Source: an optimization exercise on an open RTL-to-GDS flow (aim: small area, a short achievable clock period and few clock cycles per item). Production flows keep margins and buffers that such runs may drop.
No functional check of the RTL was part of any run shown here.

==> design/flow/design.v <==
`default_nettype none
module ascon_perm_engine #(
    parameter int UNROLL  = 1,
    parameter int SLICE_W = 64
) (
    input  logic         clk,
    input  logic         rst,
    input  logic         in_valid_i,
    output logic         in_ready_o,
    input  logic [3:0]   rounds_i,
    input  logic [319:0] state_i,
    output logic         out_valid_o,
    input  logic         out_ready_i,
    output logic [319:0] state_o,
    output logic         busy_o
);
    localparam int W = 64;
    logic [319:0] st_q;        
    logic [3:0]   r_q;         
    logic         busy_q;      
    logic         valid_q;     
    function automatic logic [W-1:0] ror(input logic [W-1:0] x, input int n);
        ror = (x >> n) | (x << (W - n));
    endfunction
    function automatic logic [319:0] round_f(input logic [319:0] s, input logic [7:0] c);
        logic [W-1:0] x0, x1, x2, x3, x4;
        logic [W-1:0] t0, t1, t2, t3, t4;
        x0 = s[4*W +: W];
        x1 = s[3*W +: W];
        x2 = s[2*W +: W];
        x3 = s[1*W +: W];
        x4 = s[0*W +: W];
        x2 = x2 ^ {{(W-8){1'b0}}, c};
        x0 = x0 ^ x4;
        x4 = x4 ^ x3;
        x2 = x2 ^ x1;
        t0 = ~x0 & x1;
        t1 = ~x1 & x2;
        t2 = ~x2 & x3;
        t3 = ~x3 & x4;
        t4 = ~x4 & x0;
        x0 = x0 ^ t1;
        x1 = x1 ^ t2;
        x2 = x2 ^ t3;
        x3 = x3 ^ t4;
        x4 = x4 ^ t0;
        x1 = x1 ^ x0;
        x0 = x0 ^ x4;
        x3 = x3 ^ x2;
        x2 = ~x2;
        x0 = x0 ^ ror(x0, 19) ^ ror(x0, 28);
        x1 = x1 ^ ror(x1, 61) ^ ror(x1, 39);
        x2 = x2 ^ ror(x2, 1)  ^ ror(x2, 6);
        x3 = x3 ^ ror(x3, 10) ^ ror(x3, 17);
        x4 = x4 ^ ror(x4, 7)  ^ ror(x4, 41);
        round_f = {x0, x1, x2, x3, x4};
    endfunction
    logic         run_q;       
    logic         dlv;         
    logic         acc;         
    logic [3:0]   r0;          
    always_comb begin
        dlv  = valid_q & out_ready_i;
        in_ready_o = ~busy_q | dlv;
        acc  = in_valid_i & in_ready_o;
        r0   = ((rounds_i == 4'd0) || (rounds_i > 4'd12)) ? 4'd0 : 4'd12 - rounds_i;
    end
    always_ff @(posedge clk) begin
        if (rst) begin
            busy_q  <= 1'b0;
            valid_q <= 1'b0;
            run_q   <= 1'b0;
        end else if (acc) begin
            busy_q  <= 1'b1;
            valid_q <= 1'b0;
            run_q   <= 1'b1;
        end else if (dlv) begin
            busy_q  <= 1'b0;
            valid_q <= 1'b0;
        end else if (run_q && r_q == 4'd11) begin
            valid_q <= 1'b1;
            run_q   <= 1'b0;
        end
    end
    always_ff @(posedge clk) begin
        if (~valid_q | out_ready_i) begin
            st_q <= run_q ? round_f(st_q, {~r_q, r_q}) : state_i;
            r_q  <= run_q ? r_q + 4'd1 : r0;
        end
    end
    assign out_valid_o = valid_q;
    assign busy_o      = busy_q;
    assign state_o     = st_q;
endmodule
`default_nettype wire
==> design/flow/flow/run.sh <==
#!/bin/bash
# Own layout flow: the standard flow (standard synthesis, floorplan, power
# grid, placement, CTS, routing) with two changes to how it is made:
#  - ports are buffered with buf_1 instead of the default buffer choice;
#  - timing repair uses its default moves.
# ORFS writes every tool's full log under orfs/logs/; make's own output goes
# to flow_make.log here.
set -euo pipefail
export BUFFER_PORTS_ARGS="-buffer_cell sky130_fd_sc_hd__buf_1"


bash standard.sh finish > flow_make.log 2>&1
==> design/flow/standard.sh <==
#!/bin/bash
# synth_recipe.tcl (not shown) runs the flow's synth.tcl, then flattens the netlist and writes it again
# the make line also repeats each setting of config.mk as NAME=value (left out here)
make -C /OpenROAD-flow-scripts/flow DESIGN_CONFIG=/design/flow/config.mk WORK_HOME=/design/flow/orfs CLKGATE_MAP_FILE= SYNTH_SCRIPT=/design/flow/synth_recipe.tcl "${@:-finish}"
==> design/flow/config.mk <==
export PLATFORM = sky130hd
export DESIGN_NAME = ascon_perm_engine
export DESIGN_NICKNAME = ascon_perm_engine
export VERILOG_FILES = /design/flow/design.v
export SDC_FILE = /design/flow/constraint.sdc
export NUM_CORES = 4
export LEC_CHECK = 0
export CAP_MARGIN = 20
export CORE_MARGIN = 2
export CORE_UTILIZATION = 40
export SETUP_SLACK_MARGIN = 1.9
export SLEW_MARGIN = 20
==> design/flow/constraint.sdc <==
create_clock -name core_clock -period 5.0 [get_ports {clk}]
set_input_delay 1.0000 -clock core_clock [delete_from_list [all_inputs] [get_ports {clk}]]
set_output_delay 1.0000 -clock core_clock [all_outputs]
set_load 0.01 [all_outputs]
==> summary.txt, run 1 <==
* Maximum clock insertion buffer count at 3
* Setup CP Type: flip-flop to flip-flop
* First-pass DRT Iterations at 6
* Register area share after synthesis at about a third
* Commonest cells post-synth: xnor2_1, edfxtp_1, xnor3_1
* Clock root cell: clkbuf_16
* Slew Limit Fails at 0
* WL final at approximately 140,000 um
* Wire length per cell at approximately 34 um
* Worst-path fanout max at 5
* Top post-synthesis cells by area: edfxtp_1, xnor3_1, xnor2_1
* Worst path arrival time at 3.49 ns
* R2R cell count at 6
* Number of synthesized flops with an enable pin at between 300 and 400
* Final HPWL DP at ~120,000 um
* Postcts setup bufs at 0
* CTS tree: built
* Fmax at around 320 MHz
* Reg2Reg Setup Slack at approximately 1.9 ns
* Syn nets at between 2,000 and 3,000
* Synthesized cell area at between 30,000 and 40,000 um2
* Initial antenna violation count at 12
* Vias in the first global route at between 20,000 and 25,000
* Worst-path cell chain: xnor2_1, ha_1, xor2_2, xnor2_1, xor3_1, mux2_2
* Hold Path Depth at 2
* Number of clock sinks at between 300 and 400
* Initial core utilization at between 40% and 50%
* Clk latency of the worst-skew pair at slightly above 0.6 ns
* Max Cap Violations at 0
* Routability cong. at 1.05
* Yosys top cell area share at 32.2%
* Die Height at between 200 and 300 um
* Largest stage delay on the critical path at slightly above 0.7 ns
* Buf/Inv on CP at 0
* Hold_sp: busy_q$_SDFFE_PP0P_
* Setup Skew at roughly 0.024 ns
* GR Util All Layers at approximately 36%
* Area grow syn2layout at 16.9%
* Most frequent cell after synthesis: xnor2_1
* FF-to-FF End: st_q[68]$_DFFE_PP_
* DR vias at 22,900
* Number of synthesized register bits at roughly 330
* Rows at 100
* Worst Hold Class: flip-flop to flip-flop
* Layout cell share with drive strength beyond 1 at a little over an eighth
* Startpoint Class: flip-flop
* Antenna Violating Nets Remaining at 0
* DIE WIDTH at 279 um
* Via-to-Cell Ratio at ~5.6
* Placed Cells at ~4,000
* DRT iter0 DRCs at ~2,900
* IO Count at approximately 650
* Final nets at 3,573
* Slew @ Worst Pin at around 1.3 ns
* Number of H-tree levels at 2
* Top delay family on crit path: XOR/XNOR gates
* Core region area at between 70,000 and 80,000 um2
* Worst rel slew slack at 14.0%
* Critical path depth at 6
* Avg Cell Area, Syn at about 12 um2
* Post-synth top area cell: edfxtp_1
* First-pass GRT wire length at ~190,000 um
* Critical path capture point type: flip-flop
* Worst Hold End: valid_q$_SDFFE_PP0P_
* DRC Markers at 0
* PortBufs at 650
* Setup-failing EPs final at 0
* Non-filler cells, final at between 4,000 and 5,000
* Status: finished clean
* Tcrit/Tclk final at 62.6%
* Setup_tns at 0 ns
* Most frequent CP cell: xnor2_1
* Reg-to-reg critical path startpoint: r_q[0]$_DFFE_PP_
* Total CTS buffers at 42
* Netlist cell types at 30
* Minimum clock period at roughly 3.1 ns
* Post-synthesis async set-or-reset flop share at 0%
* Main synth FF type: edfxtp_1
* Total grt overflow at 0
* Critical path's slowest cell: xnor2_1
* WP data required at 5.35 ns
* Hold Violations, Final at 0
* Pin count of the biggest net entering global routing at roughly 100
* Mapped Cells at 2,460
* RSZ-0062 raised after global routing: no
* Worst-path clk slew at approximately 0.060 ns
* Yosys warning total at 1
* Die area at ~78,000 um2
how the worst max path moves through the flow:
stage	start	end	slack, ns
global route	r_q[0]$_DFFE_PP_	st_q[68]$_DFFE_PP_	1.91
finish	r_q[0]$_DFFE_PP_	st_q[68]$_DFFE_PP_	1.87
global placement	r_q[1]$_DFFE_PP_	st_q[116]$_DFFE_PP_	1.59
floorplan	out_ready_i	r_q[0]$_DFFE_PP_	1.28
CTS	r_q[1]$_DFFE_PP_	st_q[116]$_DFFE_PP_	1.92
detailed placement	r_q[1]$_DFFE_PP_	st_q[116]$_DFFE_PP_	1.62
routing by layer:
metal  track usage (%)  routed length (um)
met1              43.9               52600
met2              56.6               64100
met3              10.4               15700
met4              18.9                8960
met5             0.438                 156
metrics by stage:
stage	hold slack (ns)	utilization [%]	cell area (um2)	worst slack, ns
2_1_floorplan	0.505	-	30200	1.28
5_1_grt	0.523	47.4	35300	1.91
6_report	0.498	47.4	35300	1.87
3_3_place_gp	0.490	45.4	33900	1.59
4_1_cts	0.500	47.3	35300	1.92
3_5_place_dp	0.491	45.5	33900	1.62
cells by family (layout without fill, tap and decap cells):
| logic type | after synthesis | in the layout | synth area share [%] |
|---|---|---|---|
| compound gates | 252 | 252 | 4.21 |
| xor+xnor | 902 | 902 | 42.4 |
| fa+ha+maj | 178 | 178 | 7.02 |
| buf+inv | 238 | 921 | 2.97 |
| flops | 327 | 327 | 32.4 |
| mux | 159 | 159 | 5.93 |
| other cells | 0 | 3 | 0 |
| simple gates | 404 | 404 | 5.05 |
final cells by class:
| cell class | instances | area (um2) |
|---|---|---|
| diodes | 3 | 7.51 |
| well taps | 969 | 1210 |
| repair buffers | 667 | 2660 |
| flip-flops and latches | 327 | 9790 |
| multi-input cells | 1895 | 19600 |
| fillers | 7116 | 39200 |
| clock inverters | 24 | 209 |
| inverters | 182 | 683 |
| clock buffers | 48 | 1140 |
sequential cells by signal, indices dropped and copies added (netlist names):
register	cells
busy_q	1
valid_q	1
r_q	4
run_q	1
st_q	320
worst min-delay path, cell delays in order, from the launching register on:
cell      delay [ns]
dfxtp_1         0.33
inv_1           0.06
a221oi_1        0.06
what timing repair did:
action,CTS,global route
pin swaps,0,0
hold buffers,0,0
cloned,0,0
setup endpoints to repair,1,2
resized for setup,2,2
layout by cell type (no fill, tap or decap), types with 2 or more instances in the layout:
cell / netlist / layout
buf_1: 6 / 650
xnor2_1: 373 / 367
edfxtp_1: 324 / 324
xnor3_1: 213 / 213
nor2_1: 209 / 209
nand2_1: 191 / 191
a21oi_1: 185 / 185
inv_1: 174 / 174
mux2_2: 151 / 151
xnor2_2: 134 / 138
ha_1: 130 / 130
xor2_1: 98 / 96
o21ai_0: 63 / 63
xor3_1: 48 / 48
clkbuf_16: 0 / 45
xor2_2: 36 / 38
maj3_1: 37 / 37
maj3_2: 11 / 11
clkinv_1: 0 / 11
buf_4: 0 / 10
inv_2: 8 / 8
clkinv_2: 0 / 8
mux2i_1: 7 / 7
buf_12: 0 / 7
bufinv_16: 0 / 4
diode_2: 0 / 3
clkbuf_1: 47 / 3
xnor2_4: 0 / 2
nand3_1: 2 / 2
dfxtp_1: 3 / 2
==> run 2: changes to the inputs <==
==> design/flow/flow/run.sh (replaced) <==
#!/bin/bash
# Own layout flow: the standard flow (standard synthesis, floorplan, power
# grid, placement, CTS, routing) with two changes to how it is made:
#  - ports are buffered with buf_2 instead of the default buffer choice;
#  - timing repair uses its default moves.
# ORFS writes every tool's full log under orfs/logs/; make's own output goes
# to flow_make.log here.
set -euo pipefail
export BUFFER_PORTS_ARGS="-buffer_cell sky130_fd_sc_hd__buf_2"


bash standard.sh finish > flow_make.log 2>&1
--- a/design/flow/config.mk
+++ b/design/flow/config.mk
@@ -8,5 +8,5 @@
 export CAP_MARGIN = 20
 export CORE_MARGIN = 2
 export CORE_UTILIZATION = 40
-export SETUP_SLACK_MARGIN = 1.9
-export SLEW_MARGIN = 20
+export SETUP_SLACK_MARGIN = 1.5
+export SLEW_MARGIN = 60
==> run 2 against run 1 <==
  * Synthesized cell count unchanged
  * Setup slack got worse by 0.055 ns
  * Design area up 7.8%
  * Global-route usage grew 1.4 points
==> summary.txt, run 2 <==
* Top delay family on crit path: XOR/XNOR gates
* Worst rel slew slack at 54.9%
* Synthesized cell area at between 30,000 and 40,000 um2
* CTS tree: built
* Top post-synthesis cells by area: edfxtp_1, xnor3_1, xnor2_1
* Setup-failing EPs final at 0
* Tcrit/Tclk final at around 64%
* Clk latency of the worst-skew pair at around 0.61 ns
* Die area at between 70,000 and 80,000 um2
* Post-synth top area cell: edfxtp_1
* Slew @ Worst Pin at roughly 0.67 ns
* Initial core utilization at around two fifths
* Main synth FF type: edfxtp_1
* Most frequent cell after synthesis: xnor2_1
* Setup Skew at 0.0213 ns
* Non-filler cells, final at between 4,000 and 5,000
* Largest stage delay on the critical path at between 0.5 and 0.6 ns
* Number of clock sinks at 327
* Antenna Violating Nets Remaining at 0
* Layout cell share with drive strength beyond 1 at 39.2%
* DRT iter0 DRCs at roughly 3,000
* Final nets at between 3,000 and 4,000
* RSZ-0062 raised after global routing: no
* Hold buffers post-CTS at 0
* Number of H-tree levels at 2
* Status: finished clean
* DIE WIDTH at approximately 280 um
* Avg Cell Area, Syn at between 10 and 15 um2
* Postcts setup bufs at 0
* DRC Markers at 0
* Worst Hold Class: flip-flop to flip-flop
* Post-route cell area at ~38,000 um2
* Yosys warning total at 1
* DP Area at 36,600 um2
* Hold Violations, Final at 0
* Max FFs per register at 320
* Via-to-Cell Ratio at around 5.6
* Place WS at between 1.5 and 2 ns
* Routability cong. at 1.07
* Largest regs: st_q: 320 flops, r_q: 4 flops
* Worst-path cell chain: xor2_2, ha_1, xor2_4, xnor2_2, xor3_1, mux2_2
* Startpoint Class: flip-flop
* Setup CP Type: flip-flop to flip-flop
* Worst-path fanout max at 5
* Register area share after synthesis at about a third
* Fmax at 314 MHz
* Worst-path clk slew at 0.06 ns
* Commonest cells post-synth: xnor2_1, edfxtp_1, xnor3_1
* Core region area at approximately 75,000 um2
* Yosys top cell area share at approximately a third
* Clock root cell: clkbuf_16
* PortBufs at 650
* Buf/Inv on CP at 0
* Number of synthesized register bits at ~330
* Mapped Cells at approximately 2,500
* Total CTS buffers at 44
* Syn nets at 2,918
* Die Height at 279 um
* First-pass DRT Iterations at 5
* Vias in the first global route at ~23,000
* DR vias at between 20,000 and 25,000
* Max Cap Violations at 0
* Rows at 100
* Post-CTS Resized at 0
* # fillers at roughly 6,600
* Largest reg by FF count: st_q
* Final HPWL DP at around 130,000 um
* Setup_tns at 0 ns
* Worst path arrival time at 3.53 ns
* Pin count of the biggest net entering global routing at a little under 100
* Setup WS post-layout at around 1.8 ns
* WP data required at roughly 5.4 ns
* WL final at around 150,000 um
* Wire length per cell at roughly 35 um
* Most common cell after layout, fill and taps aside: buf_2
* Number of synthesized flops with an enable pin at 324
* Placed Cells at 4,062
* Total grt overflow at 0
* Critical path capture point type: flip-flop
* Critical path's slowest cell: xor2_2
* Maximum clock insertion buffer count at 3
* Netlist cell types at 30
* Slew Limit Fails at 0
* First-pass GRT wire length at around 190,000 um
* Minimum clock period at ~3.2 ns
* Post-synthesis async set-or-reset flop share at 0%
* Initial antenna violation count at 10
* Area grow syn2layout at 26.0%
* GR Util All Layers at between 30% and 40%
* Reg2Reg Setup Slack at about 1.8 ns
* Most frequent cells in the layout: buf_2, edfxtp_1, xnor2_1
* IO Count at ~650
## run 2: cell types whose count changed in the layout (fill, tap and decap cells not counted), moves of 34 or more
cell,previous run,this run
xnor2_2,138,199
xor2_1,96,48
xnor2_1,367,270
xor2_2,38,72
xnor2_4,2,38
buf_1,650,0
buf_2,0,659
## run 2: tightest hold or removal path, delay by kind of cell (launching register included)
kind / cells / cell delay (ns)
DFF: 1 / 0.33
AOI/OAI and AO/OA: 1 / 0.08
buffers and inverters: 1 / 0.06
## run 2: final timing paths
path	cells past startpoint	to	startpoint
max	6	st_q[120]$_DFFE_PP_	r_q[2]$_DFFE_PP_
min	2	valid_q$_SDFFE_PP0P_	busy_q$_SDFFE_PP0P_
max reg2reg	6	st_q[120]$_DFFE_PP_	r_q[2]$_DFFE_PP_
min reg2reg	2	valid_q$_SDFFE_PP0P_	busy_q$_SDFFE_PP0P_
## run 2: kinds of logic (layout without fill, tap and decap cells)
group                      after synthesis  in the layout  share of synthesized area [%]
xor gates and xnor gates               902            902                           42.4
and+or+nand+nor                        404            404                           5.05
DFF                                    327            327                           32.4
muxes                                  159            159                           5.93
AOI/OAI and AO/OA                      252            252                           4.21
adders and majority gates              178            178                           7.02
buffers and inverters                  238            953                           2.97
other                                    0              2                              0
## run 2: metrics by stage
step	hold WS (ns)	utilization, %
floorplan	0.505	-
global placement	0.471	46.6
detailed placement	0.507	49.0
CTS	0.515	50.9
global route	0.561	51.1
finish	0.517	51.1
## run 2: routing by layer
layer  global-route usage (%)  share of wire [%]  vias up
li1                         -                  -     9734
met1                     47.3                 38    11700
met2                     59.1                 46     1485
met3                     8.51                 10      315
met4                     18.7                6.1        6
met5                        0              0.029        -
## run 2: area by class of cell
| type | instances | area (um2) | share of cell area, % |
|---|---|---|---|
| tap | 969 | 1210 | 3.18 |
| multi-input combinational | 1895 | 21300 | 55.9 |
| clock buffer | 50 | 1140 | 3.01 |
| clock inverter | 31 | 220 | 0.578 |
| antenna | 2 | 5.00 | 0.0131 |
| sequential | 327 | 9790 | 25.7 |
| inverter | 182 | 683 | 1.79 |
| timing repair buffer | 690 | 3740 | 9.83 |
==> run 3: changes to the inputs <==
--- a/design/flow/design.v
+++ b/design/flow/design.v
@@ -55,37 +55,39 @@
         x4 = x4 ^ ror(x4, 7)  ^ ror(x4, 41);
         round_f = {x0, x1, x2, x3, x4};
     endfunction
-    logic         run_q;       
+    logic         run;         
     logic         dlv;         
     logic         acc;         
     logic [3:0]   r0;          
+    logic [3:0]   r_d;
+    logic [319:0] rin;
     always_comb begin
+        run  = busy_q & ~valid_q;
         dlv  = valid_q & out_ready_i;
         in_ready_o = ~busy_q | dlv;
         acc  = in_valid_i & in_ready_o;
         r0   = ((rounds_i == 4'd0) || (rounds_i > 4'd12)) ? 4'd0 : 4'd12 - rounds_i;
+        r_d  = run ? r_q + 4'd1 : r0;
+        rin  = run ? st_q : state_i;
     end
     always_ff @(posedge clk) begin
         if (rst) begin
             busy_q  <= 1'b0;
             valid_q <= 1'b0;
-            run_q   <= 1'b0;
         end else if (acc) begin
             busy_q  <= 1'b1;
-            valid_q <= 1'b0;
-            run_q   <= 1'b1;
+            valid_q <= (r0 == 4'd11);
         end else if (dlv) begin
             busy_q  <= 1'b0;
             valid_q <= 1'b0;
-        end else if (run_q && r_q == 4'd11) begin
-            valid_q <= 1'b1;
-            run_q   <= 1'b0;
+        end else if (run) begin
+            valid_q <= (r_q == 4'd10);
         end
     end
     always_ff @(posedge clk) begin
         if (~valid_q | out_ready_i) begin
-            st_q <= run_q ? round_f(st_q, {~r_q, r_q}) : state_i;
-            r_q  <= run_q ? r_q + 4'd1 : r0;
+            st_q <= round_f(rin, {~r_d, r_d});
+            r_q  <= r_d;
         end
     end
     assign out_valid_o = valid_q;
==> design/flow/flow/run.sh (replaced) <==
#!/bin/bash
# Own layout flow: the standard flow (standard synthesis, floorplan, power
# grid, placement, CTS, routing) with two changes to how it is made:
#  - ports are buffered with buf_2 instead of the default buffer choice;
#  - timing repair only resizes and swaps pins (no buffer trees or cloning).
# ORFS writes every tool's full log under orfs/logs/; make's own output goes
# to flow_make.log here.
set -euo pipefail
export BUFFER_PORTS_ARGS="-buffer_cell sky130_fd_sc_hd__buf_2"
export SETUP_MOVE_SEQUENCE="sizeup,swap"
export SKIP_GATE_CLONING=1
bash standard.sh finish > flow_make.log 2>&1
--- a/design/flow/config.mk
+++ b/design/flow/config.mk
@@ -8,5 +8,5 @@
 export CAP_MARGIN = 20
 export CORE_MARGIN = 2
 export CORE_UTILIZATION = 40
-export SETUP_SLACK_MARGIN = 1.5
-export SLEW_MARGIN = 60
+export SETUP_SLACK_MARGIN = 2.0
+export SLEW_MARGIN = 20
==> run 3 against run 2 <==
  * Die area decreased by 0.55%
  * Sequential share of layout area down 3.1 points
  * Setup slack got worse by 0.36 ns
  * Clock-buffer cell count increased by 3
  * Critical path depth grew 5
  * Routed wire length shrank 0.23%
  * Hold slack better by 0.031 ns
==> summary.txt, run 3 <==
* Status: finished clean
* Place WS at 0.852 ns
* Clk latency of the worst-skew pair at roughly 0.6 ns
* Met3 WL at 10,800 um
* Final HPWL DP at 122,000 um
* Worst rel slew slack at around 37%
* Multi-input logic area at ~26,000 um2
* WL met1 at between 50,000 and 60,000 um
* Number of synthesized flops with an enable pin at 324
* Initial antenna violation count at 3
* Setup-failing EPs final at 0
* Most common cell after layout, fill and taps aside: buf_2
* Hold buffers post-CTS at 0
* # fillers at 6,079
* DR vias at roughly 24,000
* Vias in the first global route at between 20,000 and 25,000
* Slew @ Worst Pin at ~0.94 ns
* DIE WIDTH at about 280 um
* RSZ-0062 raised after global routing: yes
* Number of H-tree levels at 2
* Tcrit/Tclk final at between 70% and 80%
* Placed Cells at ~4,200
* Minimum clock period at between 3 and 4 ns
* Die Height at roughly 280 um
* WL final at approximately 150,000 um
* DP Area at 35,900 um2
* Yosys top cell area share at between 30% and 40%
* DRC Markers at 0
* Synthesized cell area at between 30,000 and 40,000 um2
* Post-route cell area at ~43,000 um2
* Post-synthesis async set-or-reset flop share at 0%
* Post-synth top area cell: edfxtp_1
* GR Util All Layers at between 30% and 40%
* Initial core utilization at 40.4%
* Antenna Violating Nets Remaining at 0
* Critical path's slowest cell: nand2b_4
* Worst Hold Class: flip-flop to flip-flop
* Top routing layer used: met4
* Largest regs: st_q: 320 flops, r_q: 4 flops
* Worst-path cell chain: nand2b_4, buf_16, buf_8, buf_4, mux2i_4, ha_1, xnor2_1, xnor2_1, buf_4, xnor2_1, xnor2_2
* Die area at between 70,000 and 80,000 um2
* Critical path capture point type: flip-flop
* Max Cap Violations at 0
* Largest stage delay on the critical path at ~0.45 ns
* Startpoint Class: flip-flop
* Top post-synthesis cells by area: edfxtp_1, xnor2_1, xor2_1
* Metal2 WL at approximately 70,000 um
* Netlist cell types at 49
* Register area share after synthesis at 32.5%
* WP data required at between 5 and 6 ns
* Worst hold slack at ~0.55 ns
* Slew Limit Fails at 0
* Largest reg by FF count: st_q
* Pin count of the biggest net entering global routing at 68
* Routability cong. at between 0.9 and 1
* Postcts setup bufs at 0
* PortBufs at 650
* Final nets at between 3,000 and 4,000
* IO Count at about 650
* Clock root cell: clkbuf_16
* Non-filler cells, final at ~4,300
* Most frequent cell after synthesis: xnor2_1
* Worst path arrival time at around 3.9 ns
* Max FFs per register at between 300 and 400
* Core region area at between 70,000 and 80,000 um2
* Mapped Cells at roughly 2,500
* Setup Skew at around 0.019 ns
* Maximum clock insertion buffer count at 3
* Layout cell share with drive strength beyond 1 at 49.3%
* Main synth FF type: edfxtp_1
* Setup WS post-layout at roughly 1.5 ns
* Total grt overflow at 0
* Rows at 100
* Most frequent cells in the layout: buf_2, xnor2_1, edfxtp_1
* First-pass DRT Iterations at 5
* Number of clock sinks at approximately 330
* Wire length per cell at 34.1 um
* Total CTS buffers at 44
* Yosys warning total at 1
* Fmax at 282 MHz
* Most frequent CP cell: xnor2_1
* Setup_tns at 0 ns
* Commonest cells post-synth: xnor2_1, xor2_1, edfxtp_1
* Via-to-Cell Ratio at 5.49
* Setup CP Type: flip-flop to flip-flop
* Avg Cell Area, Syn at ~12 um2
* Syn nets at a little under 3,000
* CTS tree: built
* Register Area at a little under 10,000 um2
* Worst-path clk slew at ~0.060 ns
* Area grow syn2layout at 43.9%
* Worst-path fanout max at 43
* First-pass GRT wire length at just under 200,000 um
* Hold Violations, Final at 0
* Number of synthesized register bits at approximately 330
* DRT iter0 DRCs at 2,271
[run 3: changes by cell type after synthesis, sizes merged, moves of 55 or more]
cell / before / now
xnor2: 507 / 890
mux2i: 8 / 320
xnor3: 213 / 5
xor2: 134 / 337
nor2: 209 / 11
a21oi: 185 / 9
inv: 182 / 6
nand2: 191 / 103
nor2b: 0 / 65
o21ai: 63 / 8
[run 3: what timing repair did]
action	in CTS	in global routing
pin swaps	117	125
setup endpoints to repair	315	317
cloned	0	0
gates resized for setup	529	286
[run 3: worst paths after layout]
path                             start                   to  slack, ns  depth (start not counted)
setup / recovery  valid_q$_SDFFE_PP0P_  st_q[284]$_DFFE_PP_       1.46                         11
hold / removal     busy_q$_SDFFE_PP0P_  busy_q$_SDFFE_PP0P_       0.55                          2
setup reg to reg  valid_q$_SDFFE_PP0P_  st_q[284]$_DFFE_PP_       1.46                         11
hold reg to reg    busy_q$_SDFFE_PP0P_  busy_q$_SDFFE_PP0P_       0.55                          2
[run 3: final cells by class]
type	instances	area share, %
clock inverter	24	0.550
timing repair buffer	801	11.2
inverter	6	0.0926
sequential	326	22.6
clock buffer	53	2.67
multi-input combinational	2105	60.1
antenna	3	0.0174
tap	969	2.80
[run 3: routing by layer]
layer | global-route usage [%] | vias to the layer above
met4 | 13.7 | 0
met2 | 61.2 | 1202
met1 | 48.7 | 12000
li1 | - | 10100
met5 | 0 | -
met3 | 6.02 | 196
[run 3: cells by family (layout without fill, tap and decap cells)]
| kind of cell | Yosys count | count (layout) | share of synthesized area (%) |
|---|---|---|---|
| mux | 431 | 431 | 16.3 |
| other cells | 0 | 3 | 0 |
| compound gates | 34 | 34 | 0.766 |
| flops | 326 | 326 | 32.5 |
| fa+ha+maj | 195 | 195 | 7.61 |
| simple gates | 210 | 210 | 3.49 |
| buf+inv | 55 | 884 | 1.54 |
| xor+xnor | 1235 | 1235 | 37.8 |
[run 3: critical path, delay by kind of cell, from the launching register on]
family / cells / cell delay, ns
xor+xnor: 4 / 0.85
mux: 1 / 0.29
simple gates: 1 / 0.45
fa+ha+maj: 1 / 0.23
buf+inv: 4 / 1.03
flops: 1 / 0.39
[run 3: per-stage QoR]
step | utilization (%)
after floorplan | -
after global placement | 48.1
after detailed placement | 48.2
after CTS | 55.3
after global routing | 58.1
final | 58.1
==> run 4: changes to the inputs <==
--- a/design/flow/config.mk
+++ b/design/flow/config.mk
@@ -8,5 +8,5 @@
 export CAP_MARGIN = 20
 export CORE_MARGIN = 2
 export CORE_UTILIZATION = 40
-export SETUP_SLACK_MARGIN = 2.0
+export SETUP_SLACK_MARGIN = 1.5
 export SLEW_MARGIN = 20
==> run 4 against run 3 <==
  * Still clean
  * Core utilization fell by 6.1 points
  * Die area did not move
  * Via count rose by 0.74%
  * Setup slack got worse by 0.059 ns
  * Non-clock buffer count is 1 higher
  * Synthesized cell count is the same
  * Critical path depth fell by 3
  * Design area down 10%
  * Highest routed layer unchanged
==> summary.txt, run 4 <==
* Most frequent cell after synthesis: xnor2_1
* Reg-to-reg critical path startpoint: valid_q$_SDFFE_PP0P_
* Worst-path cell chain: nand2b_4, buf_16, mux2i_4, ha_1, xnor2_1, xnor2_2, xor2_2, xnor2_2
* Total grt overflow at 0
* Most frequent cells in the layout: xnor2_1, buf_2, edfxtp_1
* DP Area at 35,500 um2
* Main synth FF type: edfxtp_1
* Minimum clock period at around 3.6 ns
* Maximum clock insertion buffer count at 3
* Critical path's slowest cell: nand2b_4
* PortBufs at 650
* Fmax at ~280 MHz
* Layout cell share with drive strength beyond 1 at between 30% and 40%
* Register area share after synthesis at 32.5%
* Top post-synthesis cells by area: edfxtp_1, xnor2_1, xor2_1
* Number of clock sinks at between 300 and 400
* Setup Skew at between 0.015 and 0.02 ns
* Worst rel slew slack at roughly 35%
* Max FFs per register at 320
* Startpoint Class: flip-flop
* Hold Violations, Final at 0
* Clock root cell: clkbuf_16
* First-pass DRT Iterations at 5
* Yosys top cell area share at approximately 32%
* Largest stage delay on the critical path at ~0.59 ns
* Mapped Cells at between 2,000 and 2,500
* Largest reg by FF count: st_q
* WL final at 143,000 um
* Avg Cell Area, Syn at roughly 12 um2
* Slew @ Worst Pin at approximately 0.98 ns
* Place WS at a little under 0.8 ns
* Worst-path fanout max at 38
* Rows at 100
* Number of H-tree levels at 2
* Clk latency of the worst-skew pair at a little under 0.6 ns
* First-pass GRT wire length at 192,000 um
* Worst path arrival time at 3.94 ns
* CTS tree: built
* Initial core utilization at between 40 and 50%
* Worst-path clk slew at around 0.060 ns
* Tcrit/Tclk final at between 70% and 80%
* DRC Markers at 0
* Final nets at ~3,700
* Max Cap Violations at 0
* Postcts setup bufs at 0
* Critical Path Start: valid_q$_SDFFE_PP0P_
* Die Height at approximately 280 um
* Worst Hold Class: input pin to flip-flop
* Setup CP Type: flip-flop to flip-flop
* Number of synthesized flops with an enable pin at between 300 and 400
* DR vias at 23,700
* Slew Limit Fails at 0
* GR Util All Layers at 36.0%
* Netlist cell types at about 50
* RSZ-0062 raised after global routing: yes
* Vias in the first global route at 23,700
* Post-synth top area cell: edfxtp_1
* Wire length per cell at 33.5 um
* Hold_sp: rst
* Setup_tns at 0 ns
* # fillers at roughly 6,700
* Core region area at between 70,000 and 80,000 um2
* Most frequent CP cell: xnor2_2
* Synthesized cell area at approximately 30,000 um2
* WP data required at ~5.3 ns
* Antenna Violating Nets Remaining at 0
* DRT iter0 DRCs at roughly 2,400
* Die area at 77,400 um2
* Initial antenna violation count at 3
* Most common cell after layout, fill and taps aside: xnor2_1
* Pin count of the biggest net entering global routing at 72
* Fin util at between 50% and 60%
* Status: finished clean
* Critical path capture point type: flip-flop
* Syn nets at ~2,900
* Via-to-Cell Ratio at ~5.5
* Setup-failing EPs final at 0
* IO Count at around 650
* Worst hold slack at roughly 0.59 ns
* Commonest cells post-synth: xnor2_1, xor2_1, edfxtp_1
* Largest regs: st_q: 320 flops, r_q: 4 flops
* Total CTS buffers at 43
* Area grow syn2layout at 28.8%
* Routability cong. at approximately 1
* Setup WS post-layout at roughly 1.4 ns
* Hold buffers post-CTS at 0
* Post-synthesis async set-or-reset flop share at 0%
* Final HPWL DP at approximately 120,000 um
* Yosys warning total at 1
* Post-route cell area at a little under 40,000 um2
* DIE WIDTH at around 280 um
* Number of synthesized register bits at between 300 and 400
run 4: final timing paths:
kind / depth (start not counted) / to / slack [ns]
setup reg to reg: 8 / st_q[224]$_DFFE_PP_ / 1.40
hold / removal: 2 / valid_q$_SDFFE_PP0P_ / 0.59
hold reg to reg: 2 / busy_q$_SDFFE_PP0P_ / 0.61
setup / recovery: 8 / st_q[224]$_DFFE_PP_ / 1.40
run 4: through the flow:
stage                     cells
after detailed placement   4208
after floorplan            2486
after CTS                  4283
final                      4284
after global routing       4283
after global placement     4208
run 4: final cells by class:
class | instances | area [um2] | area share [%]
repair buffers | 802 | 4610 | 11.9
diodes | 1 | 2.50 | 0.00646
inverters | 6 | 22.5 | 0.0582
multi-input cells | 2105 | 21800 | 56.3
well taps | 969 | 1210 | 3.13
clock inverters | 25 | 206 | 0.533
flip-flops and latches | 326 | 9770 | 25.2
clock buffers | 50 | 1100 | 2.85
run 4: cell families (layout without fill, tap and decap cells):
kind of cell | after synthesis | in the layout | synth area share [%]
AO/OA/AOI/OAI | 34 | 34 | 0.766
flip-flops | 326 | 326 | 32.5
XOR/XNOR | 1235 | 1235 | 37.8
multiplexers | 431 | 431 | 16.3
AND/OR/NAND/NOR | 210 | 210 | 3.49
adder cells (fa/ha/maj) | 195 | 195 | 7.61
buffers and inverters | 55 | 883 | 1.54
other | 0 | 1 | 0
run 4: repair_timing:
action / in CTS / in global routing
gates resized for setup: 155 / 120
endpoints found under the setup margin: 212 / 147
pin swaps: 15 / 31
run 4: metal layers:
metal	track usage, %	up-vias	share of wire [%]
li1	-	10100	-
met1	46.8	12100	40
met2	58.4	1270	46
met3	5.80	259	8.2
met4	17.6	0	6.0
met5	0.250	-	0
run 4: critical path, delay by kind of cell (launching register included):
kind | cells | cell delay, ns
XOR/XNOR | 4 | 1.25
AND/OR/NAND/NOR | 1 | 0.59
flip-flops | 1 | 0.39
buffers and inverters | 1 | 0.39
multiplexers | 1 | 0.38
adder cells (fa/ha/maj) | 1 | 0.28
==> run 5: changes to the inputs <==
==> design/flow/run.sh (new file) <==
#!/bin/bash
# synth_recipe.tcl (not shown) runs the flow's synth.tcl, then flattens the netlist and writes it again
# the make line also repeats each setting of config.mk as NAME=value (left out here)
make -C /OpenROAD-flow-scripts/flow DESIGN_CONFIG=/design/flow/config.mk WORK_HOME=/design/flow/orfs CLKGATE_MAP_FILE= SYNTH_SCRIPT=/design/flow/synth_recipe.tcl finish
--- a/design/flow/config.mk
+++ b/design/flow/config.mk
@@ -8,5 +8,5 @@
 export CAP_MARGIN = 20
 export CORE_MARGIN = 2
 export CORE_UTILIZATION = 40
-export SETUP_SLACK_MARGIN = 1.5
+export SETUP_SLACK_MARGIN = 2.0
 export SLEW_MARGIN = 20
removed: design/flow/flow/run.sh
removed: design/flow/standard.sh
==> run 5 against run 4 <==
  * Fmax is 15% higher
  * Highest routed layer unchanged
  * Synthesized area stayed put
  * Clock-buffer cell count is 1 lower
  * Design area is 20% higher
  * Die area stayed put
  * Largest cell class unchanged
  * Clock skew is 0.00059 ns lower
==> summary.txt, run 5 <==
* Hold Violations, Final at 0
* Critical path capture point type: flip-flop
* Setup WS post-layout at 1.88 ns
* Yosys top cell area share at between 30 and 40%
* FF-to-FF End: st_q[71]$_DFFE_PP_
* Clock root cell: clkbuf_16
* Initial antenna violation count at 0
* Most frequent cell after synthesis: xnor2_1
* Minimum clock period at 3.12 ns
* Yosys warning total at 1
* CTS tree: built
* Total grt overflow at 0
* Setup CP Type: flip-flop to flip-flop
* Status: finished clean
* DR vias at 24,900
* GR Util All Layers at ~38%
* First-pass GRT wire length at a little under 200,000 um
* Rows at 100
* Die area at 77,400 um2
* Largest reg by FF count: st_q
* Final nets at approximately 4,000
* Worst rel slew slack at between 40% and 50%
* Maximum clock insertion buffer count at 3
* Post-synthesis async set-or-reset flop share at 0%
* DRT iter0 DRCs at roughly 2,600
* # fillers at around 5,800
* WL final at 151,000 um
* WP data required at 5.32 ns
* Syn nets at about 2,900
* Area grow syn2layout at 54.2%
* Clk latency of the worst-skew pair at a little under 0.6 ns
* Wire length per cell at roughly 33 um
* Via-to-Cell Ratio at 5.52
* Worst-path fanout max at 8
* Total CTS buffers at between 40 and 50
* Place WS at 0.615 ns
* IO Count at about 650
* Netlist cell types at just under 50
* Hold Path Depth at 3
* Commonest cells post-synth: xnor2_1, xor2_1, edfxtp_1
* Number of synthesized flops with an enable pin at ~320
* Reg2Reg Setup Slack at around 1.9 ns
* Routability cong. at 0.993
* Post-synth top area cell: edfxtp_1
* Max Cap Violations at 0
* Worst Hold End: busy_q$_SDFFE_PP0P_
* Reg-to-reg critical path startpoint: valid_q$_SDFFE_PP0P_
* Startpoint Class: flip-flop
* Setup-failing EPs final at 0
* Worst-path clk slew at ~0.050 ns
* Register area share after synthesis at approximately 33%
* Initial core utilization at a little over 40%
* Main synth FF type: edfxtp_1
* Slew Limit Fails at 0
* Most common cell after layout, fill and taps aside: xnor2_1
* Setup_tns at 0 ns
* DIE WIDTH at 278 um
* Largest regs: st_q: 320 flops, r_q: 4 flops
* RSZ-0062 raised after global routing: yes
* Setup Skew at roughly 0.017 ns
* Top post-synthesis cells by area: edfxtp_1, xnor2_1, xor2_1
* Avg Cell Area, Syn at approximately 12 um2
* Layout cell share with drive strength beyond 1 at between 30% and 40%
* Register Area at 9780 um2
* Tcrit/Tclk final at between 60% and 70%
* Core region area at ~74,000 um2
* Max FFs per register at 320
* Worst path arrival time at between 3 and 4 ns
* Worst Hold Class: flip-flop to flip-flop
* DRC Markers at 0
* First-pass DRT Iterations at 6
* Mapped Cells at between 2,000 and 2,500
* Slew @ Worst Pin at approximately 0.77 ns
* Antenna Violating Nets Remaining at 0
* Fmax at ~320 MHz
* Fin util at just over 60%
* Die Height at about 280 um
* Final HPWL DP at 123,000 um
* Number of clock sinks at 326
* Multi-input logic area at roughly 24,000 um2
* R2R cell count at 12
* Most frequent cells in the layout: xnor2_1, clkdlybuf4s50_1, edfxtp_1
* Number of H-tree levels at 2
* Hold_sp: busy_q$_SDFFE_PP0P_
* PortBufs at 650
* Number of synthesized register bits at roughly 330
* Pin count of the biggest net entering global routing at 80
* Synthesized cell area at about 30,000 um2
* Vias in the first global route at approximately 25,000
-- run 5: area by class of cell --
class,count,area share [%]
clock buffer,49,2.28
tap,969,2.62
multi-input combinational,2106,51.1
inverter,6,0.0864
antenna,1,0.00540
timing repair buffer,1032,22.2
clock inverter,23,0.637
sequential,326,21.1
-- run 5: logic make-up after synthesis --
kind of cell             share of synthesized area, %
multiplexers                                     16.3
AO/OA/AOI/OAI                                   0.766
flip-flops                                       32.5
XOR/XNOR                                         37.8
AND/OR/NAND/NOR                                  3.49
adder cells (fa/ha/maj)                          7.61
buffers and inverters                            1.54
-- run 5: critical path: stages, from the launching register on --
cell and delay, ns:
dfxtp_4 0.34, nand2b_4 0.14, buf_12 0.16, buf_12 0.15
buf_16 0.16, buf_12 0.16, mux2i_2 0.47, ha_1 0.25
xor2_1 0.15, buf_4 0.21, xnor2_4 0.12, xnor2_1 0.39
xnor2_1 0.12
-- run 5: how the worst max path moves through the flow --
stage / from / end
final: valid_q$_SDFFE_PP0P_ / st_q[71]$_DFFE_PP_
after global routing: rounds_i[1] / st_q[69]$_DFFE_PP_
after CTS: valid_q$_SDFFE_PP0P_ / st_q[71]$_DFFE_PP_
after detailed placement: rounds_i[1] / st_q[69]$_DFFE_PP_
after global placement: rounds_i[1] / st_q[112]$_DFFE_PP_
after floorplan: out_ready_i / valid_q$_SDFFE_PP0P_
-- run 5: timing repair --
item / CTS / global route
setup buffers: 110 / 80
hold buffers: 0 / 0
gates resized for setup: 350 / 218
cloned: 11 / 2
setup endpoints to repair: 321 / 204
pin swaps: 68 / 74
-- run 5: stage by stage --
step	cells	hold WS, ns	cell area, um2
after floorplan	2486	0.541	30600
after global placement	4236	0.543	39300
after detailed placement	4236	0.553	39300
after CTS	4429	0.592	44200
after global routing	4511	0.728	46400
final	4512	0.685	46400
-- run 5: routing by layer --
layer	share of wire, %	wire length, um	GRT usage (%)
met5	0	0	0
met4	5.3	7990	15.6
met3	8.4	12700	5.97
met2	47	70200	61.7
met1	40	59700	49.1
==> run 6: changes to the inputs <==
--- a/design/flow/design.v
+++ b/design/flow/design.v
@@ -22,9 +22,8 @@
     function automatic logic [W-1:0] ror(input logic [W-1:0] x, input int n);
         ror = (x >> n) | (x << (W - n));
     endfunction
-    function automatic logic [319:0] round_f(input logic [319:0] s, input logic [7:0] c);
+    function automatic logic [319:0] half_a(input logic [319:0] s, input logic [7:0] c);
         logic [W-1:0] x0, x1, x2, x3, x4;
-        logic [W-1:0] t0, t1, t2, t3, t4;
         x0 = s[4*W +: W];
         x1 = s[3*W +: W];
         x2 = s[2*W +: W];
@@ -34,16 +33,19 @@
         x0 = x0 ^ x4;
         x4 = x4 ^ x3;
         x2 = x2 ^ x1;
-        t0 = ~x0 & x1;
-        t1 = ~x1 & x2;
-        t2 = ~x2 & x3;
-        t3 = ~x3 & x4;
-        t4 = ~x4 & x0;
-        x0 = x0 ^ t1;
-        x1 = x1 ^ t2;
-        x2 = x2 ^ t3;
-        x3 = x3 ^ t4;
-        x4 = x4 ^ t0;
+        half_a = {x0 ^ (~x1 & x2),
+                  x1 ^ (~x2 & x3),
+                  x2 ^ (~x3 & x4),
+                  x3 ^ (~x4 & x0),
+                  x4 ^ (~x0 & x1)};
+    endfunction
+    function automatic logic [319:0] half_b(input logic [319:0] s);
+        logic [W-1:0] x0, x1, x2, x3, x4;
+        x0 = s[4*W +: W];
+        x1 = s[3*W +: W];
+        x2 = s[2*W +: W];
+        x3 = s[1*W +: W];
+        x4 = s[0*W +: W];
         x1 = x1 ^ x0;
         x0 = x0 ^ x4;
         x3 = x3 ^ x2;
@@ -53,22 +55,26 @@
         x2 = x2 ^ ror(x2, 1)  ^ ror(x2, 6);
         x3 = x3 ^ ror(x3, 10) ^ ror(x3, 17);
         x4 = x4 ^ ror(x4, 7)  ^ ror(x4, 41);
-        round_f = {x0, x1, x2, x3, x4};
+        half_b = {x0, x1, x2, x3, x4};
     endfunction
+    logic [319:0] b_q;         
     logic         run;         
     logic         dlv;         
     logic         acc;         
     logic [3:0]   r0;          
     logic [3:0]   r_d;
-    logic [319:0] rin;
+    logic [7:0]   c_d;
+    logic [319:0] a_in;
     always_comb begin
+        b_q  = half_b(st_q);
         run  = busy_q & ~valid_q;
         dlv  = valid_q & out_ready_i;
         in_ready_o = ~busy_q | dlv;
         acc  = in_valid_i & in_ready_o;
         r0   = ((rounds_i == 4'd0) || (rounds_i > 4'd12)) ? 4'd0 : 4'd12 - rounds_i;
         r_d  = run ? r_q + 4'd1 : r0;
-        rin  = run ? st_q : state_i;
+        c_d  = {~r_d, r_d};
+        a_in = run ? b_q : state_i;
     end
     always_ff @(posedge clk) begin
         if (rst) begin
@@ -86,12 +92,12 @@
     end
     always_ff @(posedge clk) begin
         if (~valid_q | out_ready_i) begin
-            st_q <= round_f(rin, {~r_d, r_d});
+            st_q <= half_a(a_in, c_d);
             r_q  <= r_d;
         end
     end
     assign out_valid_o = valid_q;
     assign busy_o      = busy_q;
-    assign state_o     = st_q;
+    assign state_o     = b_q;
 endmodule
 `default_nettype wire
--- a/design/flow/config.mk
+++ b/design/flow/config.mk
@@ -8,5 +8,4 @@
 export CAP_MARGIN = 20
 export CORE_MARGIN = 2
 export CORE_UTILIZATION = 40
-export SETUP_SLACK_MARGIN = 2.0
 export SLEW_MARGIN = 20
==> run 6 against run 5 <==
  * Via count shrank 7.9%
  * Setup slack lost 1.3 ns
  * Global-route usage shrank 1.1 points
  * Largest cell class unchanged
  * Core utilization shrank 9.7 points
  * Fmax shrank 29%
  * Critical path type is now flip-flop to output port
  * Synthesized cell count shrank 0.12%
  * Register-to-register slack lost 0.58 ns
  * Sequential cell count is the same
  * Die area grew 2.3%
==> summary.txt, run 6 <==
* Most common cell after layout, fill and taps aside: clkdlybuf4s50_1
* Pin count of the biggest net entering global routing at 151
* Maximum clock insertion buffer count at 3
* Critical path capture point type: output port
* # fillers at roughly 6,800
* Total grt overflow at 0
* RSZ-0062 raised after global routing: no
* Worst path arrival time at approximately 3.4 ns
* Avg Cell Area, Syn at around 12 um2
* Clock root cell: clkbuf_16
* Yosys warning total at 1
* Post-route cell area at between 30,000 and 40,000 um2
* Largest regs: st_q: 320 flops, r_q: 4 flops
* Routability cong. at around 1.1
* FF-to-FF End: st_q[33]$_DFFE_PP_
* Fmax at between 200 and 250 MHz
* DRC Markers at 0
* Initial antenna violation count at 5
* Rows at 101
* Slew @ Worst Pin at 1.24 ns
* Status: finished clean
* Reg2Reg Setup Slack at around 1.3 ns
* Worst-path fanout max at 4
* Yosys top cell area share at between 30% and 40%
* Setup CP Type: flip-flop to output port
* Number of clock sinks at 326
* DR vias at between 20,000 and 25,000
* DP Area at around 39,000 um2
* R2R cell count at 5
* Antenna Violating Nets Remaining at 0
* Top post-synthesis cells by area: edfxtp_1, xnor3_1, xnor2_1
* Commonest cells post-synth: xnor2_1, edfxtp_1, xor2_1
* Wire length per cell at around 35 um
* Worst-path clk slew at approximately 0.06 ns
* Worst rel slew slack at between 15 and 20%
* Clk latency of the worst-skew pair at about 0.58 ns
* Minimum clock period at 4.38 ns
* Max Cap Violations at 0
* Hold Path Depth at 2
* WP data required at approximately 4.0 ns
* Tcrit/Tclk final at 87.5%
* Area grow syn2layout at 29.9%
* DRT iter0 DRCs at between 2,000 and 2,500
* Reg-to-reg critical path startpoint: st_q[161]$_DFFE_PP_
* Core region area at around 76,000 um2
* Number of synthesized flops with an enable pin at 324
* Max FFs per register at 320
* Largest reg by FF count: st_q
* Post-synthesis async set-or-reset flop share at 0%
* Most frequent cells in the layout: clkdlybuf4s50_1, xnor2_1, edfxtp_1
* Number of synthesized register bits at 326
* Number of H-tree levels at 2
* Setup Skew at 0.0230 ns
* First-pass GRT wire length at 194,000 um
* Hold_sp: busy_q$_SDFFE_PP0P_
* Setup_tns at 0 ns
* Layout cell share with drive strength beyond 1 at under 10%
* Synthesized cell area at between 30,000 and 40,000 um2
* Die Height at approximately 280 um
* Worst Hold Class: flip-flop to flip-flop
* Startpoint Class: flip-flop
* GR Util All Layers at around 36%
* Final nets at 3,610
* Register area share after synthesis at between 30% and 40%
* Hold buffers post-CTS at 0
* WL final at roughly 150,000 um
* Post-CTS Resized at 0
* Mapped Cells at about 2,500
* Most frequent cell after synthesis: xnor2_1
* Non-filler cells, final at about 4,200
* Main synth FF type: edfxtp_1
* Slew Limit Fails at 0
* First-pass DRT Iterations at 5
* Vias in the first global route at around 23,000
* Postcts setup bufs at 0
* DIE WIDTH at between 200 and 300 um
* PortBufs at 650
* Hold Violations, Final at 0
* Placed Cells at roughly 4,100
* Via-to-Cell Ratio at approximately 5.5
* Netlist cell types at 46
* IO Count at 651
* Total CTS buffers at between 40 and 50
* Antenna Cells at 0
* Initial core utilization at about two fifths
* Worst Hold End: busy_q$_SDFFE_PP0P_
* Final HPWL DP at about 130,000 um
* Die area at slightly below 80,000 um2
* Setup-failing EPs final at 0
* Syn nets at 2,942
* Post-synth top area cell: edfxtp_1
* CTS tree: built
[run 6: worst max-delay path by stage]
| stage | startpoint | endpoint | slack (ns) |
|---|---|---|---|
| CTS | st_q[131]$_DFFE_PP_ | state_o[67] | 0.62 |
| detailed placement | st_q[131]$_DFFE_PP_ | state_o[67] | 1.26 |
| finish | st_q[60]$_DFFE_PP_ | state_o[316] | 0.62 |
| floorplan | out_ready_i | valid_q$_SDFFE_PP0P_ | 1.15 |
| global route | st_q[60]$_DFFE_PP_ | state_o[297] | 0.63 |
| global placement | st_q[43]$_DFFE_PP_ | state_o[271] | 1.00 |
[run 6: metrics by stage]
stage	util [%]	hold slack [ns]	setup WS [ns]
floorplan	-	0.556	1.15
global placement	50.9	0.579	1.00
detailed placement	51.0	0.619	1.26
CTS	52.5	0.634	0.624
global route	52.5	0.686	0.628
finish	52.5	0.622	0.624
[run 6: layer usage]
layer  vias up  part of all wire, %  global-route usage (%)
li1       9855                    -                       -
met1     11700                   41                    47.6
met2      1123                   47                    60.3
met3       226                  6.9                    5.84
met4         4                  4.6                    14.5
met5         -                0.018                       0
[run 6: cell type report]
class / instances / area [um2] / area share (%)
tap: 1030 / 1290 / 3.23
sequential: 326 / 9770 / 24.4
multi-input combinational: 2014 / 20500 / 51.2
clock inverter: 19 / 125 / 0.313
timing repair buffer: 698 / 6990 / 17.5
inverter: 70 / 263 / 0.658
clock buffer: 51 / 1060 / 2.66
[run 6: cell families (layout without fill, tap and decap cells)]
kind of cell	Yosys count	count (layout)	synth area share, %
fa+ha+maj	131	131	5.33
mux	209	209	7.49
flops	326	326	31.8
simple gates	557	557	9.63
compound gates	146	146	3.59
xor+xnor	971	971	40.2
buf+inv	143	838	1.94
[run 6: worst max-delay path: stages (launching register included)]
cell and delay (ns):
edfxtp_1 0.57, xor2_1 0.84, xnor3_1 0.71, inv_1 0.12, clkdlybuf4s50_1 0.54
==> run 7: changes to the inputs <==
--- a/design/flow/config.mk
+++ b/design/flow/config.mk
@@ -8,4 +8,5 @@
 export CAP_MARGIN = 20
 export CORE_MARGIN = 2
 export CORE_UTILIZATION = 40
+export SETUP_SLACK_MARGIN = 2.0
 export SLEW_MARGIN = 20
==> run 7 against run 6 <==
  * Global-route usage up 3.4 points
  * Setup slack gained 1.1 ns
  * Via count up 17%
  * Non-clock buffer count is 904 higher
  * Clock-buffer cell count is the same
  * Critical path type unchanged
  * Highest routed layer unchanged
==> summary.txt, run 7 <==
* Status: finished clean
* Mapped Cells at approximately 2,500
* Number of synthesized flops with an enable pin at 324
* Largest regs: st_q: 320 flops, r_q: 4 flops
* Total CTS buffers at 43
* Number of synthesized register bits at 326
* WP data required at roughly 4 ns
* Setup_tns at 0 ns
* Worst-path fanout max at 3
* Yosys warning total at 1
* Rows at 101
* Routability cong. at approximately 1.1
* Netlist cell types at 46
* Yosys top cell area share at 31.6%
* Core region area at between 70,000 and 80,000 um2
* Hold Violations, Final at 0
* Largest stage delay on the critical path at approximately 0.54 ns
* Via-to-Cell Ratio at about 5.3
* RSZ-0062 raised after global routing: yes
* Most frequent cells in the layout: buf_4, buf_6, clkdlybuf4s50_1
* First-pass GRT wire length at 214,000 um
* Slew Limit Fails at 0
* Setup-failing EPs final at 0
* Main synth FF type: edfxtp_1
* First-pass DRT Iterations at 5
* Tcrit/Tclk final at roughly 66%
* DIE WIDTH at around 280 um
* Setup CP Type: flip-flop to output port
* Register area share after synthesis at 31.8%
* Worst rel slew slack at 48.2%
* Largest reg by FF count: st_q
* Post-synth top area cell: edfxtp_1
* Pin count of the biggest net entering global routing at 109
* Max Cap Violations at 0
* Worst-path cell chain: buf_6, xnor2_4, buf_6, xnor3_2, buf_6
* Critical path capture point type: output port
* # fillers at between 5,000 and 6,000
* Worst-path clk slew at around 0.060 ns
* Die area at ~79,000 um2
* DR vias at ~27,000
* Top post-synthesis cells by area: edfxtp_1, xnor3_1, xnor2_1
* Commonest cells post-synth: xnor2_1, edfxtp_1, xor2_1
* IO Count at between 600 and 700
* Hold buffers post-CTS at 0
* Worst Hold Class: flip-flop to flip-flop
* Most frequent cell after synthesis: xnor2_1
* Final HPWL DP at 126,000 um
* Clock root cell: clkbuf_16
* CTS tree: built
* Most frequent CP cell: buf_6
* PortBufs at 650
* Most common cell after layout, fill and taps aside: buf_4
* Slew @ Worst Pin at around 0.78 ns
* Initial antenna violation count at 7
* Syn nets at between 2,000 and 3,000
* Antenna Violating Nets Remaining at 0
* Setup WS post-layout at ~1.7 ns
* Critical path's slowest cell: xnor3_2
* Post-synthesis async set-or-reset flop share at 0%
* Fmax at ~300 MHz
* Clk latency of the worst-skew pair at slightly below 0.6 ns
* Initial core utilization at between 40 and 50%
* Wire length per cell at roughly 31 um
* Synthesized cell area at between 30,000 and 40,000 um2
* Die Height at ~280 um
* GR Util All Layers at around two fifths
* Number of H-tree levels at 2
* Worst path arrival time at approximately 2.3 ns
* Avg Cell Area, Syn at about 12 um2
* Minimum clock period at around 3.3 ns
* Startpoint Class: flip-flop
* DRT iter0 DRCs at 2,202
* Maximum clock insertion buffer count at 3
* Final nets at ~4,500
* Antenna Cells at 0
* Layout cell share with drive strength beyond 1 at a little under half
* WL final at between 150,000 and 200,000 um
* Setup Skew at around 0.029 ns
* Total grt overflow at 0
* Area grow syn2layout at 71.9%
* DRC Markers at 0
* Number of clock sinks at between 300 and 400
* Place WS at ~1.3 ns
* Max FFs per register at 320
* Vias in the first global route at between 20,000 and 30,000
==> run 7: changes by cell type in the layout (fill, tap and decap cells not counted), sizes merged <==
cell and change:
buf +1126, bufinv +5, clkbuf +18, clkdlybuf4s15 +15, clkdlybuf4s50 -321, clkinv +2
clkinvlp +1, dlygate4sd2 +66
==> run 7: worst max-delay path, delay by kind of cell (launching register included) <==
| kind | cells | cell delay, ns |
|---|---|---|
| xor gates and xnor gates | 2 | 0.82 |
| buffers and inverters | 3 | 0.48 |
| DFF | 1 | 0.41 |
==> run 7: path summary, 6_finish.rpt <==
| check | slack (ns) | to | depth (start not counted) | from |
|---|---|---|---|---|
| setup / recovery | 1.68 | state_o[200] | 5 | st_q[303]$_DFFE_PP_ |
| hold / removal | 0.60 | busy_q$_SDFFE_PP0P_ | 2 | busy_q$_SDFFE_PP0P_ |
| setup reg to reg | 2.06 | st_q[219]$_DFFE_PP_ | 9 | st_q[283]$_DFFE_PP_ |
| hold reg to reg | 0.60 | busy_q$_SDFFE_PP0P_ | 2 | busy_q$_SDFFE_PP0P_ |
==> run 7: what timing repair did <==
action                     4_1_cts  5_1_grt
setup endpoints to repair      472      246
hold endpoints to repair         0        0
setup buffers                  761      135
resized for setup             1845      290
pin swaps                      412      229
==> run 7: kinds of logic after synthesis <==
group | share of synthesized area [%]
AND/OR/NAND/NOR | 9.63
multiplexers | 7.49
flip-flops | 31.8
XOR/XNOR | 40.2
AO/OA/AOI/OAI | 3.59
buffers and inverters | 1.94
adder cells (fa/ha/maj) | 5.33
==> run 7: routing by layer <==
metal	GRT usage (%)	share of wire, %	vias up
li1	-	-	11700
met1	50.2	38	13500
met2	64.5	46	1408
met3	8.26	8.8	330
met4	20.6	6.4	8
met5	0	0.031	-
==> run 7: final cells by class <==
type / count / area, um2 / area share (%)
multi-input combinational: 2014 / 24100 / 45.6
timing repair buffer: 1602 / 15900 / 30.2
sequential: 326 / 9770 / 18.5
tap: 1030 / 1290 / 2.44
clock buffer: 51 / 1170 / 2.21
clock inverter: 27 / 302 / 0.571
inverter: 70 / 263 / 0.497
==> run 7: through the flow <==
stage | area (um2) | utilization [%] | std cells | hold WS, ns
5_1_grt | 52900 | 69.5 | 5120 | 0.665
3_5_place_dp | 38800 | 51.0 | 4146 | 0.607
4_1_cts | 50800 | 66.8 | 4985 | 0.618
6_report | 52900 | 69.5 | 5120 | 0.605
3_3_place_gp | 38700 | 50.9 | 4144 | 0.583
2_1_floorplan | 30800 | - | 2483 | 0.556

-- re-timing with driven ports --
How much do the figures lean on ideal ports? The routed layouts below were timed once more, with nothing changed but the port constraints. Step 1 (the two cells are an assumption about what drives the block):
set clk [get_ports {clk}]
set_driving_cell -lib_cell sky130_fd_sc_hd__clkbuf_16 $clk
set_driving_cell -lib_cell sky130_fd_sc_hd__buf_2 [delete_from_list [all_inputs] $clk]
Step 2 adds t to the input delays and takes it off the output delays; t is the mean of the earliest and latest rising clock arrival at the registers after step 1. Input paths then give back, and output paths get back, about the clock's delay inside the block. Slacks: ideal ports / drivers / drivers and shift; pairs: ideal ports / drivers.
run	t (ns)	slack for setup (ns)	slew at the worst register clock pin (ns)
run 1	0.671	1.870 / 1.870 / 1.870	0.07 / 0.07
run 2	0.662	1.814 / 1.814 / 1.814	0.07 / 0.07
run 3	0.655	1.459 / 1.459 / 1.071	0.06 / 0.06
run 4	0.648	1.400 / 1.400 / 0.982	0.06 / 0.06
run 5	0.645	1.876 / 1.876 / 1.343	0.06 / 0.06
run 6	0.643	0.624 / 0.553 / 1.195	0.07 / 0.07
run 7	0.647	1.680 / 1.610 / 1.521	0.07 / 0.07
After both steps setup and hold are still met in every run listed. For run 5, which loses most, drivers alone change the setup slack by 0.000 ns; drivers and shift together by -0.533 ns.
